Source: an optimization exercise on an open RTL-to-GDS flow (aim: small area and few clock cycles per item). Production flows keep margins and buffers that such runs may drop.
Where RTL was checked, it was by simulation tests only, not by an equivalence proof against the original.
Power figures rest on the tool's default switching activity, not on a simulated workload.

==> flow/design.v <==
`default_nettype none
package data_type;
  localparam int R_W = 16;
  typedef logic signed [R_W-1:0] r_t;
endpackage
module cp_inserter
#(
  parameter int N_FFT  = 64,
  parameter int CP_LEN = 16
) (
  input  logic clk,
  input  logic rst,
  input  logic in_valid,
  output logic in_ready,
  input  data_type::r_t in_real,
  input  data_type::r_t in_imag,
  output logic out_valid,
  input  logic out_ready,
  output data_type::r_t out_real,
  output data_type::r_t out_imag,
  output logic out_sop,
  output logic out_cp,
  output logic out_eop
);
  localparam int                 c_idx_w   = $clog2(N_FFT);
  localparam int                 c_seg_w   = $clog2(CP_LEN);
  localparam int                 c_nseg    = N_FFT / CP_LEN;
  localparam int                 c_pt_w    = (c_nseg > 1) ? $clog2(c_nseg) : 1;
  localparam logic [c_idx_w-1:0] c_last    = c_idx_w'(N_FFT - 1);
  localparam logic [c_idx_w-1:0] c_cp_base = c_idx_w'(N_FFT - CP_LEN);
  localparam logic [c_idx_w-1:0] c_one     = c_idx_w'(1);
  logic [31:0] r_ring [c_nseg][CP_LEN];
  logic [31:0] w_tap  [c_nseg];    
  logic [c_idx_w-1:0] r_cnt;       
  logic [c_idx_w-1:0] r_wr_idx;    
  logic [c_idx_w-1:0] r_rd_idx;    
  logic               r_body;      
  logic               r_pend;      
  logic               r_park;      
  logic               w_wr_align, w_rd_align;
  logic [c_pt_w-1:0]  w_wr_pt, w_rd_pt;
  logic               w_load, w_rd_fire, w_free, w_wr_fire, w_wr_last, w_rd_last;
  logic               w_wr_ok, w_acc, w_park_ld, w_park_wr;
  logic [31:0]        w_wr_data;
  assign w_wr_align = (r_cnt[c_seg_w-1:0] == r_wr_idx[c_seg_w-1:0]);
  assign w_rd_align = (r_cnt[c_seg_w-1:0] == r_rd_idx[c_seg_w-1:0]);
  assign w_wr_pt    = c_pt_w'((r_cnt >> c_seg_w) - (r_wr_idx >> c_seg_w));
  assign w_rd_pt    = c_pt_w'((r_cnt >> c_seg_w) - (r_rd_idx >> c_seg_w));
  assign w_load    = !out_valid || out_ready;
  assign w_rd_fire = r_pend && w_rd_align && w_load;
  assign w_rd_last = r_body && (r_rd_idx == c_last);
  assign w_free    = !r_pend || (r_body && (!w_rd_align || (w_wr_pt != w_rd_pt) || w_load));
  assign w_wr_ok   = w_wr_align && w_free;
  assign in_ready  = !r_park && (w_wr_ok || (!r_pend && w_load));
  assign w_acc     = in_valid && in_ready;
  assign w_park_ld = w_acc && !w_wr_ok;
  assign w_park_wr = r_park && w_wr_align;
  assign w_wr_fire = (w_acc && w_wr_ok) || w_park_wr;
  assign w_wr_data = r_park ? {out_real, out_imag} : {in_real, in_imag};
  assign w_wr_last = (r_wr_idx == c_last);
  always_comb begin
    for (int i = 0; i < c_nseg; i++)
      w_tap[i] = r_ring[(i + c_nseg - 1) % c_nseg][CP_LEN-1];
  end
  always_ff @(posedge clk) begin
    for (int i = 0; i < c_nseg; i++) begin
      if (w_wr_fire && (w_wr_pt == c_pt_w'(i)))
        r_ring[i][0] <= w_wr_data;
      else
        r_ring[i][0] <= w_tap[i];
      for (int j = 1; j < CP_LEN; j++)
        r_ring[i][j] <= r_ring[i][j-1];
    end
  end
  always_ff @(posedge clk) begin
    if (rst) begin
      r_cnt    <= '0;
      r_wr_idx <= '0;
      r_rd_idx <= c_cp_base;
      r_body   <= 1'b0;
      r_pend   <= 1'b0;
      r_park   <= 1'b0;
    end else begin
      r_cnt <= r_cnt + c_one;
      if (w_wr_fire)
        r_wr_idx <= r_wr_idx + c_one;
      if (w_rd_fire) begin
        if (w_rd_last) begin
          r_rd_idx <= c_cp_base;
          r_body   <= 1'b0;
        end else begin
          r_rd_idx <= r_rd_idx + c_one;
          if (r_rd_idx == c_last) r_body <= 1'b1;
        end
      end
      r_pend <= (r_pend && !(w_rd_fire && w_rd_last)) || (w_wr_fire && w_wr_last);
      r_park <= (r_park && !w_park_wr) || w_park_ld;
    end
  end
  always_ff @(posedge clk) begin
    if (rst) begin
      out_valid <= 1'b0;
    end else if (w_load) begin
      out_valid <= w_rd_fire;
    end
  end
  always_ff @(posedge clk) begin
    if (w_rd_fire)
      {out_real, out_imag} <= w_tap[w_rd_pt];
    else if (w_park_ld)
      {out_real, out_imag} <= {in_real, in_imag};
  end
  assign out_sop = !r_body && (r_rd_idx == c_cp_base + c_one);
  assign out_eop = !r_body && (r_rd_idx == c_cp_base);
  assign out_cp  = r_body ? (r_rd_idx == '0) : (r_rd_idx != c_cp_base);
endmodule
`default_nettype wire
clock: 6.0 ns
lec_check: 0
cap_margin: 20
core_margin: 2
core_utilization: 70
cts_cluster_diameter: 60
cts_cluster_size: 30
slew_margin: 20
standard.sh (not shown) runs the stock make flow with config.mk's settings and CLKGATE_MAP_FILE= SYNTH_SCRIPT=/design/flow/synth_recipe.tcl, a recipe that flattens the netlist after the stock synthesis.
==> flow/flow/run.sh <==
#!/bin/bash
set -euo pipefail
export CTS_ARGS="-sink_clustering_enable -repair_clock_nets -sink_clustering_size 12 -sink_clustering_max_diameter 40 -buf_list sky130_fd_sc_hd__clkbuf_4 -dont_use_dummy_load"
export BUFFER_PORTS_ARGS="-buffer_cell sky130_fd_sc_hd__buf_1"
bash standard.sh synth > synth.log 2>&1
DOWNSIZE_ODB=orfs/results/sky130hd/cp_inserter/base/1_synth.odb openroad -no_init -exit flow/downsize.tcl > downsize.log 2>&1
bash standard.sh > standard.log 2>&1
==> flow/flow/downsize.tcl <==
# Swap every combinational cell of the synthesized netlist to the smallest
# drive strength of the same cell family (same function and pins). Registers
# and everything else keep their cells; placement's repair_design and the
# timing repairs upsize again wherever slew, capacitance or timing need it.
set odb $::env(DOWNSIZE_ODB)
read_db $odb
set db [ord::get_db]
set masters [dict create]
foreach lib [$db getLibs] {
  foreach m [$lib getMasters] {
    set n [$m getName]
    if {[regexp {^(sky130_fd_sc_hd__[a-z0-9]+)_([0-9]+)$} $n -> base drive]} {
      dict lappend masters $base $m
    }
  }
}
proc pins {m} {
  set l {}
  foreach t [$m getMTerms] { lappend l [$t getName] }
  return [lsort $l]
}
set swapped 0
set saved 0.0
foreach inst [[ord::get_db_block] getInsts] {
  set m [$inst getMaster]
  set n [$m getName]
  if {![regexp {^(sky130_fd_sc_hd__[a-z0-9]+)_([0-9]+)$} $n -> base drive]} { continue }
  if {[regexp {__(df|edf|sdf|dl|clk|tap|fill|decap|diode|conb|probe|lpflow)} $base]} { continue }
  set best $m
  set ba [expr {[$m getWidth] * [$m getHeight]}]
  foreach c [dict get $masters $base] {
    set a [expr {[$c getWidth] * [$c getHeight]}]
    if {$a < $ba && [pins $c] eq [pins $m]} { set best $c; set ba $a }
  }
  if {$best ne $m} {
    set saved [expr {$saved + ([$m getWidth] * [$m getHeight] - $ba) / 1e6}]
    $inst swapMaster $best
    incr swapped
  }
}
puts "downsize: swapped $swapped cells, saved [format %.1f $saved] um2"
write_db $odb
Testbench counts at the start, summed over its fixed seeds: cycles 15,880, symbols 192.
Change:
==> flow/design.v (replaced) <==
`default_nettype none
package data_type;
  localparam int R_W = 16;
  typedef logic signed [R_W-1:0] r_t;
endpackage
module cp_inserter
#(
  parameter int N_FFT  = 64,
  parameter int CP_LEN = 16
) (
  input  logic clk,
  input  logic rst,
  input  logic in_valid,
  output logic in_ready,
  input  data_type::r_t in_real,
  input  data_type::r_t in_imag,
  output logic out_valid,
  input  logic out_ready,
  output data_type::r_t out_real,
  output data_type::r_t out_imag,
  output logic out_sop,
  output logic out_cp,
  output logic out_eop
);
  localparam int                 c_idx_w   = $clog2(N_FFT);
  localparam int                 c_seg_w   = $clog2(CP_LEN);
  localparam int                 c_nseg    = N_FFT / CP_LEN;
  localparam int                 c_pt_w    = (c_nseg > 1) ? $clog2(c_nseg) : 1;
  localparam logic [c_idx_w-1:0] c_last    = c_idx_w'(N_FFT - 1);
  localparam logic [c_idx_w-1:0] c_cp_base = c_idx_w'(N_FFT - CP_LEN);
  localparam logic [c_idx_w-1:0] c_one     = c_idx_w'(1);
  logic [31:0] r_ring [c_nseg][CP_LEN];
  logic [31:0] w_tap  [c_nseg];    
  logic [c_idx_w-1:0] r_cnt;       
  logic [c_idx_w-1:0] r_wr_idx;    
  logic [c_idx_w-1:0] r_rd_idx;    
  logic               r_body;      
  logic               r_pend;      
  logic [c_idx_w-1:0] w_wr_d, w_rd_d;
  logic               w_wr_align, w_rd_align;
  logic [c_pt_w-1:0]  w_wr_pt, w_rd_pt;
  logic               w_load, w_rd_fire, w_free, w_wr_fire, w_wr_last, w_rd_last;
  assign w_wr_d     = r_cnt - r_wr_idx;
  assign w_rd_d     = r_cnt - r_rd_idx;
  assign w_wr_align = (w_wr_d[c_seg_w-1:0] == '0);
  assign w_rd_align = (w_rd_d[c_seg_w-1:0] == '0);
  assign w_wr_pt    = c_pt_w'(w_wr_d >> c_seg_w);
  assign w_rd_pt    = c_pt_w'(w_rd_d >> c_seg_w);
  assign w_load    = !out_valid || out_ready;
  assign w_rd_fire = r_pend && w_rd_align && w_load;
  assign w_rd_last = r_body && (r_rd_idx == c_last);
  assign w_free    = !r_pend || (r_body && (!w_rd_align || (w_wr_pt != w_rd_pt) || w_load));
  assign in_ready  = w_wr_align && w_free;
  assign w_wr_fire = in_valid && in_ready;
  assign w_wr_last = (r_wr_idx == c_last);
  always_comb begin
    for (int i = 0; i < c_nseg; i++)
      w_tap[i] = r_ring[(i + c_nseg - 1) % c_nseg][CP_LEN-1];
  end
  always_ff @(posedge clk) begin
    for (int i = 0; i < c_nseg; i++) begin
      if (w_wr_fire && (w_wr_pt == c_pt_w'(i)))
        r_ring[i][0] <= {in_real, in_imag};
      else
        r_ring[i][0] <= w_tap[i];
      for (int j = 1; j < CP_LEN; j++)
        r_ring[i][j] <= r_ring[i][j-1];
    end
  end
  always_ff @(posedge clk) begin
    if (rst) begin
      r_cnt    <= '0;
      r_wr_idx <= '0;
      r_rd_idx <= c_cp_base;
      r_body   <= 1'b0;
      r_pend   <= 1'b0;
    end else begin
      r_cnt <= r_cnt + c_one;
      if (w_wr_fire)
        r_wr_idx <= r_wr_idx + c_one;
      if (w_rd_fire) begin
        if (w_rd_last) begin
          r_rd_idx <= c_cp_base;
          r_body   <= 1'b0;
        end else begin
          r_rd_idx <= r_rd_idx + c_one;
          if (r_rd_idx == c_last) r_body <= 1'b1;
        end
      end
      r_pend <= (r_pend && !(w_rd_fire && w_rd_last)) || (w_wr_fire && w_wr_last);
    end
  end
  always_ff @(posedge clk) begin
    if (rst) begin
      out_valid <= 1'b0;
    end else if (w_load) begin
      out_valid <= w_rd_fire;
    end
  end
  always_ff @(posedge clk) begin
    if (w_rd_fire)
      {out_real, out_imag} <= w_tap[w_rd_pt];
  end
  assign out_sop = !r_body && (r_rd_idx == c_cp_base + c_one);
  assign out_eop = !r_body && (r_rd_idx == c_cp_base);
  assign out_cp  = r_body ? (r_rd_idx == '0) : (r_rd_idx != c_cp_base);
endmodule
`default_nettype wire
The new run produced a clean layout.
Total power drops by about 0.5%.
Worst setup slack got worse by 0.63 ns.
Design area drops by about 1.1%.
Routed wire length drops by about 5.5%.
Non-clock buffer count drops by 2.
Global-route usage drops by 0.67 points.
Via count drops by about 2.2%.
Critical path depth climbs by 4.
Clock-buffer cell count drops by 2.
Core utilization climbs by 0.51 points.
Area after synthesis drops by 1.2%.
Synthesized cell count drops by 2.0%.
Fmax drops by about 12%.
Die area drops by 1.2%.
The RTL of the second run of this note was laid out without a check of its function.

## run 1
cp_inserter, a different RTL version from the one above (not shown whole).
Size in the first run: ~2100 flip-flops, ~73 I/O pins, roughly 0.046 mm2 of cells after synthesis.
==> module cp_inserter, before the edit <==
module cp_inserter
#(
  parameter int N_FFT  = 64,
  parameter int CP_LEN = 16
) (
  input  logic clk,
  input  logic rst,
  input  logic in_valid,
  output logic in_ready,
  input  data_type::r_t in_real,
  input  data_type::r_t in_imag,
  output logic out_valid,
  input  logic out_ready,
  output data_type::r_t out_real,
  output data_type::r_t out_imag,
  output logic out_sop,
  output logic out_cp,
  output logic out_eop
);
  localparam int                 c_idx_w   = $clog2(N_FFT);
  localparam int                 c_seg_w   = $clog2(CP_LEN);
  localparam int                 c_nseg    = N_FFT / CP_LEN;
  localparam int                 c_pt_w    = (c_nseg > 1) ? $clog2(c_nseg) : 1;
  localparam logic [c_idx_w-1:0] c_last    = c_idx_w'(N_FFT - 1);
  localparam logic [c_idx_w-1:0] c_cp_base = c_idx_w'(N_FFT - CP_LEN);
  localparam logic [c_idx_w-1:0] c_one     = c_idx_w'(1);
  logic [31:0] r_ring [c_nseg][CP_LEN];
  logic [31:0] w_tap  [c_nseg];    
  logic [c_idx_w-1:0] r_cnt;       
  logic [c_idx_w-1:0] r_wr_idx;    
  logic [c_idx_w-1:0] r_rd_idx;    
  logic               r_body;      
  logic               r_pend;      
  logic               w_wr_align, w_rd_align;
  logic [c_pt_w-1:0]  w_wr_pt, w_rd_pt;
  logic               w_load, w_rd_fire, w_free, w_wr_fire, w_wr_last, w_rd_last;
  assign w_wr_align = (r_cnt[c_seg_w-1:0] == r_wr_idx[c_seg_w-1:0]);
  assign w_rd_align = (r_cnt[c_seg_w-1:0] == r_rd_idx[c_seg_w-1:0]);
  assign w_wr_pt    = c_pt_w'((r_cnt >> c_seg_w) - (r_wr_idx >> c_seg_w));
  assign w_rd_pt    = c_pt_w'((r_cnt >> c_seg_w) - (r_rd_idx >> c_seg_w));
  assign w_load    = !out_valid || out_ready;
  assign w_rd_fire = r_pend && w_rd_align && w_load;
  assign w_rd_last = r_body && (r_rd_idx == c_last);
  assign w_free    = !r_pend || (r_body && ((r_wr_idx != r_rd_idx) || w_rd_fire));
  assign in_ready  = w_wr_align && w_free;
  assign w_wr_fire = in_valid && in_ready;
  assign w_wr_last = (r_wr_idx == c_last);
  always_comb begin
    for (int i = 0; i < c_nseg; i++)
      w_tap[i] = r_ring[(i + c_nseg - 1) % c_nseg][CP_LEN-1];
  end
  always_ff @(posedge clk) begin
    for (int i = 0; i < c_nseg; i++) begin
      if (w_wr_fire && (w_wr_pt == c_pt_w'(i)))
        r_ring[i][0] <= {in_real, in_imag};
      else
        r_ring[i][0] <= w_tap[i];
      for (int j = 1; j < CP_LEN; j++)
        r_ring[i][j] <= r_ring[i][j-1];
    end
  end
  always_ff @(posedge clk) begin
    if (rst) begin
      r_cnt    <= '0;
      r_wr_idx <= '0;
      r_rd_idx <= c_cp_base;
      r_body   <= 1'b0;
      r_pend   <= 1'b0;
    end else begin
      r_cnt <= r_cnt + c_one;
      if (w_wr_fire)
        r_wr_idx <= r_wr_idx + c_one;
      if (w_rd_fire) begin
        if (w_rd_last) begin
          r_rd_idx <= c_cp_base;
          r_body   <= 1'b0;
        end else begin
          r_rd_idx <= r_rd_idx + c_one;
          if (r_rd_idx == c_last) r_body <= 1'b1;
        end
      end
      r_pend <= (r_pend && !(w_rd_fire && w_rd_last)) || (w_wr_fire && w_wr_last);
    end
  end
  always_ff @(posedge clk) begin
    if (rst) begin
      out_valid <= 1'b0;
    end else if (w_load) begin
      out_valid <= w_rd_fire;
    end
  end
  always_ff @(posedge clk) begin
    if (w_rd_fire)
      {out_real, out_imag} <= w_tap[w_rd_pt];
  end
  assign out_sop = !r_body && (r_rd_idx == c_cp_base + c_one);
  assign out_eop = !r_body && (r_rd_idx == c_cp_base);
  assign out_cp  = r_body ? (r_rd_idx == '0) : (r_rd_idx != c_cp_base);
endmodule
Settings: LEC_CHECK=0, CAP_MARGIN=20, CORE_MARGIN=2, CORE_UTILIZATION=70, CTS_CLUSTER_DIAMETER=60, CTS_CLUSTER_SIZE=30, SLEW_MARGIN=20; clock period 6.0 ns.
==> flow/flow/run.sh <==
#!/bin/bash
set -euo pipefail
export CTS_ARGS="-sink_clustering_enable -repair_clock_nets -sink_clustering_size 20 -sink_clustering_max_diameter 50 -buf_list sky130_fd_sc_hd__clkbuf_8 -dont_use_dummy_load"
export RECOVER_POWER=100
export BUFFER_PORTS_ARGS="-buffer_cell sky130_fd_sc_hd__buf_1"
bash standard.sh > standard.log 2>&1
[run 1] flow finished | final checks: failed | reasons: capacitance limit, slew limit
Here is what was changed in the inputs of run 2 compared with run 1.
--- a/flow/design.v
+++ b/flow/design.v
@@ -35,15 +35,18 @@
   logic [c_idx_w-1:0] r_wr_idx;    
   logic [c_idx_w-1:0] r_rd_idx;    
   logic               r_body;      
   logic               r_pend;      
+  logic [c_idx_w-1:0] w_wr_d, w_rd_d;
   logic               w_wr_align, w_rd_align;
   logic [c_pt_w-1:0]  w_wr_pt, w_rd_pt;
   logic               w_load, w_rd_fire, w_free, w_wr_fire, w_wr_last, w_rd_last;
-  assign w_wr_align = (r_cnt[c_seg_w-1:0] == r_wr_idx[c_seg_w-1:0]);
-  assign w_rd_align = (r_cnt[c_seg_w-1:0] == r_rd_idx[c_seg_w-1:0]);
-  assign w_wr_pt    = c_pt_w'((r_cnt >> c_seg_w) - (r_wr_idx >> c_seg_w));
-  assign w_rd_pt    = c_pt_w'((r_cnt >> c_seg_w) - (r_rd_idx >> c_seg_w));
+  assign w_wr_d     = r_cnt - r_wr_idx;
+  assign w_rd_d     = r_cnt - r_rd_idx;
+  assign w_wr_align = (w_wr_d[c_seg_w-1:0] == '0);
+  assign w_rd_align = (w_rd_d[c_seg_w-1:0] == '0);
+  assign w_wr_pt    = c_pt_w'(w_wr_d >> c_seg_w);
+  assign w_rd_pt    = c_pt_w'(w_rd_d >> c_seg_w);
   assign w_load    = !out_valid || out_ready;
   assign w_rd_fire = r_pend && w_rd_align && w_load;
   assign w_rd_last = r_body && (r_rd_idx == c_last);
   assign w_free    = !r_pend || (r_body && ((r_wr_idx != r_rd_idx) || w_rd_fire));
[flow] run 2 | stages: complete | final checks: fail | reason: capacitance limit, slew limit
In run 2, initial antenna violation count is lower than in run 1.
Run 2 vs run 1: post-synth net total up slightly
The maximum operating frequency in run 2 was lower than what run 1 gave.
Compared with run 1, in run 2 netlist area before placement fell 420 um2, portion of total power attributed to the clock network has decreased, non-clock buffer count has increased, transition time at the pin with the least slew margin saw a decrease.
Function was not checked in any run of this note: the RTL went through the layout flow alone.

==> port drivers added, routing unchanged <==
No port has a modelled driver above. Below, the same layouts with a new extraction and two added sets of constraints.
Step 1, drivers: a clkbuf_16 drives clk and a buf_2 each remaining input, both assumed.
Step 2 adds t to the input delays and takes it off the output delays; t is the mean of the earliest and latest rising clock arrival at the registers after step 1. Input paths then give back, and output paths get back, about the clock's delay inside the block.
a / b / c = ideal ports / drivers / drivers and shift; a / b = the first two.
run | t, ns | slack for setup (ns) | hold WS [ns] | slew at the worst register clock pin (ns)
the first run of note 1 | 1.036 | 1.365 / 1.305 / 2.078 | 0.257 / 0.257 / 0.257 | 0.12 / 0.12
the second run of note 1 | 1.055 | 0.733 / 0.673 / 1.720 | 0.269 / 0.269 / 0.269 | 0.12 / 0.12
run 1 | 0.810 | 1.539 / 1.539 / 0.927 | 0.288 / 0.288 / 0.288 | 0.11 / 0.11
run 2 | 0.792 | 0.855 / 0.828 / 0.745 | 0.262 / 0.262 / 0.262 | 0.11 / 0.11
The setup slack of run 1, which loses most, moves by 0.000 ns with the drivers and by -0.612 ns with both steps.
